Source: an optimization exercise on an open RTL-to-GDS flow (aim: small area, a short achievable clock period and few clock cycles per item). Production flows keep margins and buffers that such runs may drop. The RTL was checked by simulation tests, not by an equivalence proof against the original design.

==> build 43: inputs <==
==> flow/design.v <==
package polymul_pkg;
	localparam int GF_M = 8;                           
	localparam logic [GF_M-1:0] FIELD_POLY = 8'h1B;   
	localparam int COEFS = 5;                          
	localparam int DEPTH = 8;                          
	localparam int ADDR_W = 3;
	localparam int WORD_W = COEFS * GF_M;
	localparam int STEPS = DEPTH * DEPTH;              
	localparam int BUS_ADR_W = 5;                      
	localparam logic [1:0] REGION_A = 2'd0;
	localparam logic [1:0] REGION_B = 2'd1;
	localparam logic [1:0] REGION_C = 2'd2;
	localparam logic [1:0] REGION_CTRL = 2'd3;
	localparam int STAT_BUSY = 0;                      
	localparam int STAT_DONE = 1;
	typedef logic [GF_M-1:0] coef_t;
	typedef union packed {
		logic [WORD_W-1:0] raw;
		coef_t [COEFS-1:0] coef;
	} poly_word_u;
	typedef struct packed {
		logic cyc;
		logic stb;
		logic we;
		logic [BUS_ADR_W-1:0] adr;
		logic [WORD_W-1:0] dat;
	} wb_req_t;
	typedef struct packed {
		logic ack;
		logic [WORD_W-1:0] dat;
	} wb_rsp_t;
	typedef struct packed {
		logic en;
		logic [ADDR_W-1:0] addr;
		poly_word_u data;
	} mem_wr_t;
endpackage
module gf_kpre (
	input logic [7:0] a,
	output logic [26:0] p
);
	function automatic logic [2:0] pre2(input logic [1:0] y);
		pre2 = {y[1] ^ y[0], y[1], y[0]};
	endfunction
	function automatic logic [8:0] pre4(input logic [3:0] x);
		pre4 = {pre2(x[3:2] ^ x[1:0]), pre2(x[3:2]), pre2(x[1:0])};
	endfunction
	assign p = {pre4(a[7:4] ^ a[3:0]), pre4(a[7:4]), pre4(a[3:0])};
endmodule
module gf_kpost (
	input logic [26:0] d,
	output logic [7:0] p
);
	function automatic logic [2:0] post2(input logic [2:0] e);
		post2 = {e[1], e[0] ^ e[1] ^ e[2], e[0]};
	endfunction
	function automatic logic [6:0] post4(input logic [8:0] e);
		logic [2:0] l, h, m;
		l = post2(e[2:0]);
		h = post2(e[5:3]);
		m = post2(e[8:6]);
		post4 = {4'b0, l} ^ {2'b0, m ^ l ^ h, 2'b0} ^ {h, 4'b0};
	endfunction
	logic [6:0] l, h, m;
	logic [14:0] w;
	always_comb begin
		l = post4(d[8:0]);
		h = post4(d[17:9]);
		m = post4(d[26:18]);
		w = {8'b0, l} ^ {4'b0, m ^ l ^ h, 4'b0} ^ {h, 8'b0};
		for (int i = 14; i >= 8; i--)
			if (w[i])
				w = w ^ (15'h11B << (i - 8));
		p = w[7:0];
	end
endmodule
module gf_mac_array (
	input logic clk,
	input logic [319:0] a,
	input logic [319:0] b,
	output logic [15:0] c
);
	localparam int N = 40;
	logic [26:0] ap [N];
	logic [26:0] bp [N];
	logic [26:0] h [2][2];
	logic [26:0] h_q [2][2];
	logic [26:0] d [2];
	for (genvar i = 0; i < N; i++) begin : g_pre
		gf_kpre u_pa (.a(a[8*i +: 8]), .p(ap[i]));
		gf_kpre u_pb (.a(b[8*i +: 8]), .p(bp[i]));
	end
	logic [26:0] t [2][64];
	always_comb begin
		for (int r = 0; r < 2; r++) begin
			for (int i = 0; i < 64; i++)
				t[r][i] = (i < N) ? (ap[i] & bp[(r - i + N) % N]) : '0;
			for (int w = 32; w >= 2; w = w / 2)
				for (int k = 0; k < w; k++)
					t[r][k] = t[r][2*k] ^ t[r][2*k+1];
			h[r][0] = t[r][0];
			h[r][1] = t[r][1];
		end
	end
	always_ff @(posedge clk) begin
		h_q[0][0] <= h[0][0];
		h_q[0][1] <= h[0][1];
		h_q[1][0] <= h[1][0];
		h_q[1][1] <= h[1][1];
	end
	always_comb begin
		d[0] = h_q[0][0] ^ h_q[0][1];
		d[1] = h_q[1][0] ^ h_q[1][1];
	end
	for (genvar r = 0; r < 2; r++) begin : g_post
		gf_kpost u_post (.d(d[r]), .p(c[8*r +: 8]));
	end
endmodule
module polymul_wb (
	input logic clk,
	input logic rst_b,
	input logic wb_cyc_i,
	input logic wb_stb_i,
	input logic wb_we_i,
	input logic [4:0] wb_adr_i,
	input logic [39:0] wb_dat_i,
	output logic wb_ack_o,
	output logic [39:0] wb_dat_o
);
	localparam logic [1:0] R_A = 2'd0, R_B = 2'd1, R_C = 2'd2, R_CTRL = 2'd3;
	localparam int LAST = 20;           
	logic [319:0] a_mem;
	logic [319:0] b_mem;
	logic [319:0] c_mem;
	logic [15:0] c_new;
	logic busy, done;
	logic [4:0] cnt;
	logic busy_n, done_n;
	logic req, start, hit, rot;
	logic [1:0] rg;
	logic [2:0] wd;
	logic [39:0] rdat;
	logic [1:0] t_rg;
	logic [2:0] t_wd;
	logic v;                            
	logic [1:0] p_rg;
	logic [2:0] p_wd;
	logic [4:0] m1, m0;                 
	logic [1:0] t_rg_n, p_rg_n;
	logic [2:0] t_wd_n, p_wd_n;
	logic v_n, load;
	logic [4:0] m1_n, m0_n;
	logic [39:0] p_data;
	logic [39:0] rdat_n;
	assign req = wb_cyc_i & wb_stb_i;
	assign rg = wb_adr_i[4:3];
	assign wd = wb_adr_i[2:0];
	assign hit = &((wb_adr_i & m1) | (~wb_adr_i & m0));
	assign start = req & wb_we_i & (rg == R_CTRL) & ~busy;
	assign rot = start | (busy & (cnt != 5'(LAST)));
	assign wb_ack_o = req & (wb_we_i | hit);
	assign wb_dat_o = rdat;
	always_comb begin
		busy_n = busy;
		done_n = done;
		if (!rst_b) begin
			busy_n = 1'b0;
			done_n = 1'b0;
		end else if (start) begin
			busy_n = 1'b1;
			done_n = 1'b0;
		end else if (busy && cnt == 5'(LAST)) begin
			busy_n = 1'b0;
			done_n = 1'b1;
		end
	end
	always_ff @(posedge clk) begin
		busy <= busy_n;
		done <= done_n;
		if (!rst_b || start)
			cnt <= 5'd1;
		else if (busy)
			cnt <= cnt + 1'b1;
	end
	always_ff @(posedge clk) begin
		for (int w = 0; w < 8; w++)
			if (req && wb_we_i && rg == R_A && wd == 3'(w) && !busy)
				a_mem[40*w +: 40] <= wb_dat_i;
	end
	logic b_shift;
	logic [319:0] b_rot;
	assign b_shift = busy | wb_adr_i[4];
	assign b_rot = {b_mem[15:0], b_mem[319:16]};
	always_ff @(posedge clk) begin
		for (int w = 0; w < 8; w++)
			if (rot || (req && wb_we_i && rg == R_B && wd == 3'(w) && !busy))
				b_mem[40*w +: 40] <= b_shift ? b_rot[40*w +: 40] : wb_dat_i;
	end
	gf_mac_array u_mac (
		.clk(clk),
		.a(a_mem),
		.b(b_mem),
		.c(c_new)
	);
	always_ff @(posedge clk) begin
		if (busy)
			c_mem <= {c_new, c_mem[319:16]};
	end
	always_comb begin
		t_rg_n = t_rg;
		t_wd_n = t_wd;
		v_n = v;
		p_rg_n = p_rg;
		p_wd_n = p_wd;
		load = 1'b0;
		if (!rst_b || (req && wb_we_i)) begin
			t_rg_n = R_CTRL;
			v_n = 1'b1;
			p_rg_n = R_C;
			p_wd_n = '0;
		end else if (req && !hit && v) begin
			v_n = 1'b0;
			p_rg_n = rg;
			p_wd_n = wd;
		end else if (!v || (req && hit && (t_rg != R_CTRL || rdat[1]))) begin
			load = 1'b1;
			t_rg_n = p_rg;
			t_wd_n = p_wd;
			v_n = 1'b1;
			if (p_rg == R_CTRL) begin
				p_rg_n = R_C;
				p_wd_n = '0;
			end else
				p_wd_n = p_wd + 1'b1;
		end
		case (p_rg)
			R_A: p_data = a_mem[40*p_wd +: 40];
			R_C: p_data = c_mem[40*p_wd +: 40];
			R_CTRL: p_data = {38'b0, done_n, busy_n};
			default: p_data = '0;
		endcase
		if (load)
			rdat_n = p_data;
		else if (t_rg_n == R_CTRL)
			rdat_n = {38'b0, done_n, busy_n};
		else
			rdat_n = rdat;
	end
	assign m1_n = v_n ? {t_rg_n, t_rg_n[0] ? 3'b111 : t_wd_n} : 5'b0;
	assign m0_n = v_n ? {~t_rg_n, t_rg_n[0] ? 3'b111 : ~t_wd_n} : 5'b0;
	always_ff @(posedge clk) begin
		t_rg <= t_rg_n;
		t_wd <= t_wd_n;
		v <= v_n;
		p_rg <= p_rg_n;
		p_wd <= p_wd_n;
		m1 <= m1_n;
		m0 <= m0_n;
		rdat <= rdat_n;
	end
endmodule
==> flow/flow/run.sh <==
#!/bin/bash
# The standard layout, except that the port buffers are buf_4 cells
# rather than the delay-buffer cells buffer_ports picks by default.
set -euo pipefail
export BUFFER_PORTS_ARGS="-buffer_cell sky130_fd_sc_hd__buf_4"
bash standard.sh > layout.log 2>&1
==> flow/standard.sh <==
#!/bin/bash
# synth_recipe.tcl (not shown) runs the flow's synth.tcl, then flattens the netlist and writes it again
# the make line also repeats each setting of config.mk as NAME=value (left out here)
make -C /OpenROAD-flow-scripts/flow DESIGN_CONFIG=/design/flow/config.mk WORK_HOME=/design/flow/orfs CLKGATE_MAP_FILE= SYNTH_SCRIPT=/design/flow/synth_recipe.tcl "${@:-finish}"
==> flow/config.mk <==
export PLATFORM = sky130hd
export DESIGN_NAME = polymul_wb
export DESIGN_NICKNAME = polymul_wb
export VERILOG_FILES = /design/flow/design.v
export SDC_FILE = /design/flow/constraint.sdc
export NUM_CORES = 4
export LEC_CHECK = 0
export ABC_CLOCK_PERIOD_IN_PS = 3500
export CAP_MARGIN = 20
export CORE_MARGIN = 2
export CORE_UTILIZATION = 25
export PLACE_DENSITY = 0.7
export SETUP_SLACK_MARGIN = 3.4
export SLEW_MARGIN = 20
==> flow/constraint.sdc <==
create_clock -name core_clock -period 7.0 [get_ports {clk}]
set_input_delay 1.4000 -clock core_clock [delete_from_list [all_inputs] [get_ports {clk}]]
set_output_delay 1.4000 -clock core_clock [all_outputs]
set_load 0.01 [all_outputs]
==> inputs of build 38, as changes to build 43 <==
--- a/flow/design.v
+++ b/flow/design.v
@@ -85,4 +85,4 @@
 	logic [26:0] bp [N];
-	logic [26:0] h [2][2];
-	logic [26:0] h_q [2][2];
+	logic [26:0] h [2][5];
+	logic [26:0] h_q [2][5];
 	logic [26:0] d [2];
@@ -97,7 +97,7 @@
 				t[r][i] = (i < N) ? (ap[i] & bp[(r - i + N) % N]) : '0;
-			for (int w = 32; w >= 2; w = w / 2)
+			for (int w = 32; w >= 8; w = w / 2)
 				for (int k = 0; k < w; k++)
 					t[r][k] = t[r][2*k] ^ t[r][2*k+1];
-			h[r][0] = t[r][0];
-			h[r][1] = t[r][1];
+			for (int k = 0; k < 5; k++)
+				h[r][k] = t[r][k];
 		end
@@ -105,10 +105,9 @@
 	always_ff @(posedge clk) begin
-		h_q[0][0] <= h[0][0];
-		h_q[0][1] <= h[0][1];
-		h_q[1][0] <= h[1][0];
-		h_q[1][1] <= h[1][1];
-	end
-	always_comb begin
-		d[0] = h_q[0][0] ^ h_q[0][1];
-		d[1] = h_q[1][0] ^ h_q[1][1];
+		for (int r = 0; r < 2; r++)
+			for (int k = 0; k < 5; k++)
+				h_q[r][k] <= h[r][k];
+	end
+	always_comb begin
+		d[0] = h_q[0][0] ^ h_q[0][1] ^ h_q[0][2] ^ h_q[0][3] ^ h_q[0][4];
+		d[1] = h_q[1][0] ^ h_q[1][1] ^ h_q[1][2] ^ h_q[1][3] ^ h_q[1][4];
 	end
--- a/flow/config.mk
+++ b/flow/config.mk
@@ -8,7 +8,11 @@
 export ABC_CLOCK_PERIOD_IN_PS = 3500
-export CAP_MARGIN = 20
+export CAP_MARGIN = 30
 export CORE_MARGIN = 2
 export CORE_UTILIZATION = 25
-export PLACE_DENSITY = 0.7
+export CTS_BUF_LIST = sky130_fd_sc_hd__clkbuf_16
+export CTS_CLUSTER_DIAMETER = 100
+export CTS_CLUSTER_SIZE = 20
+export GPL_ROUTABILITY_DRIVEN = 0
+export PLACE_DENSITY = 0.58
 export SETUP_SLACK_MARGIN = 3.4
-export SLEW_MARGIN = 20
+export SLEW_MARGIN = 30
==> inputs of build 97, as changes to build 43 <==
--- a/flow/design.v
+++ b/flow/design.v
@@ -85,4 +85,4 @@
 	logic [26:0] bp [N];
-	logic [26:0] h [2][2];
-	logic [26:0] h_q [2][2];
+	logic [26:0] h [2][5];
+	logic [26:0] h_q [2][5];
 	logic [26:0] d [2];
@@ -97,7 +97,7 @@
 				t[r][i] = (i < N) ? (ap[i] & bp[(r - i + N) % N]) : '0;
-			for (int w = 32; w >= 2; w = w / 2)
+			for (int w = 32; w >= 8; w = w / 2)
 				for (int k = 0; k < w; k++)
 					t[r][k] = t[r][2*k] ^ t[r][2*k+1];
-			h[r][0] = t[r][0];
-			h[r][1] = t[r][1];
+			for (int k = 0; k < 5; k++)
+				h[r][k] = t[r][k];
 		end
@@ -105,10 +105,9 @@
 	always_ff @(posedge clk) begin
-		h_q[0][0] <= h[0][0];
-		h_q[0][1] <= h[0][1];
-		h_q[1][0] <= h[1][0];
-		h_q[1][1] <= h[1][1];
-	end
-	always_comb begin
-		d[0] = h_q[0][0] ^ h_q[0][1];
-		d[1] = h_q[1][0] ^ h_q[1][1];
+		for (int r = 0; r < 2; r++)
+			for (int k = 0; k < 5; k++)
+				h_q[r][k] <= h[r][k];
+	end
+	always_comb begin
+		d[0] = h_q[0][0] ^ h_q[0][1] ^ h_q[0][2] ^ h_q[0][3] ^ h_q[0][4];
+		d[1] = h_q[1][0] ^ h_q[1][1] ^ h_q[1][2] ^ h_q[1][3] ^ h_q[1][4];
 	end
--- a/flow/config.mk
+++ b/flow/config.mk
@@ -8,7 +8,11 @@
 export ABC_CLOCK_PERIOD_IN_PS = 3500
-export CAP_MARGIN = 20
+export CAP_MARGIN = 30
 export CORE_MARGIN = 2
 export CORE_UTILIZATION = 25
-export PLACE_DENSITY = 0.7
+export CTS_BUF_LIST = sky130_fd_sc_hd__clkbuf_16
+export CTS_CLUSTER_DIAMETER = 90
+export CTS_CLUSTER_SIZE = 16
+export GPL_ROUTABILITY_DRIVEN = 0
+export PLACE_DENSITY = 0.55
 export SETUP_SLACK_MARGIN = 3.4
-export SLEW_MARGIN = 20
+export SLEW_MARGIN = 30
==> qor.csv <==
metric,value,unit
status,no timing/DRC/antenna violations,
worst-path cell chain,buf_6 > mux2i_1 > or3_4 > nor2_4 > o211a_1 > buf_6,
worst reg2reg path depth,7,
Util after Layout,27.4,%
(the above is from build 38)
==> qor.csv <==
metric,value,unit
Util after Layout,27.7,%
Adder-Cell Fraction of Synth Area,0.0423,%
I/O pin count,91,
status,no timing/DRC/antenna violations,
(the above is from build 97)
==> qor.csv <==
metric,value,unit
Failed Checks,"max-capacitance violations, max-slew violations",
count of final max-slew check failures,12,
# Max-Cap Violations,1,
status,finished with violations,
(the above is from build 43)
Testbench counts of build 43, summed over its fixed seeds: cycles 2,208, runs 48.
Testbench counts of build 38, summed over its fixed seeds: cycles 2,208, runs 48.
Testbench counts of build 97, summed over its fixed seeds: cycles 2,208, runs 48.

[port drivers added, routing unchanged]
The results above use ideal ports. As a check the final layouts listed here were re-extracted and re-timed, cells and wires unchanged. Step 1: set_driving_cell puts a clkbuf_16 on clk and a buf_2 on each other input, an assumption about the parent block. Step 2 moves the port delays by t, midway between the first and last clock arrival at a register: inputs arrive t later, outputs are due t later. That takes back most of the time a late clock gives input paths. Slacks: ideal ports / drivers / drivers and shift; pairs: ideal ports / drivers.
| run | shift t [ns] | setup slack, ns | worst setup path after step 2 | slew at the worst register clock pin (ns) | worst slew at a driven data input, ns |
|---|---|---|---|---|---|
| build 43 | 0.977 | 3.160 / 3.160 / 2.404 | input to register | 0.09 / 0.09 | 0.08 |
| build 38 | 0.871 | 3.218 / 3.169 / 2.714 | input to register | 0.10 / 0.10 | 0.21 |
| build 97 | 0.913 | 3.239 / 3.192 / 2.657 | input to register | 0.09 / 0.09 | 0.19 |
The setup slack of build 43, which loses most, moves by 0.000 ns with the drivers and by -0.756 ns with both steps.
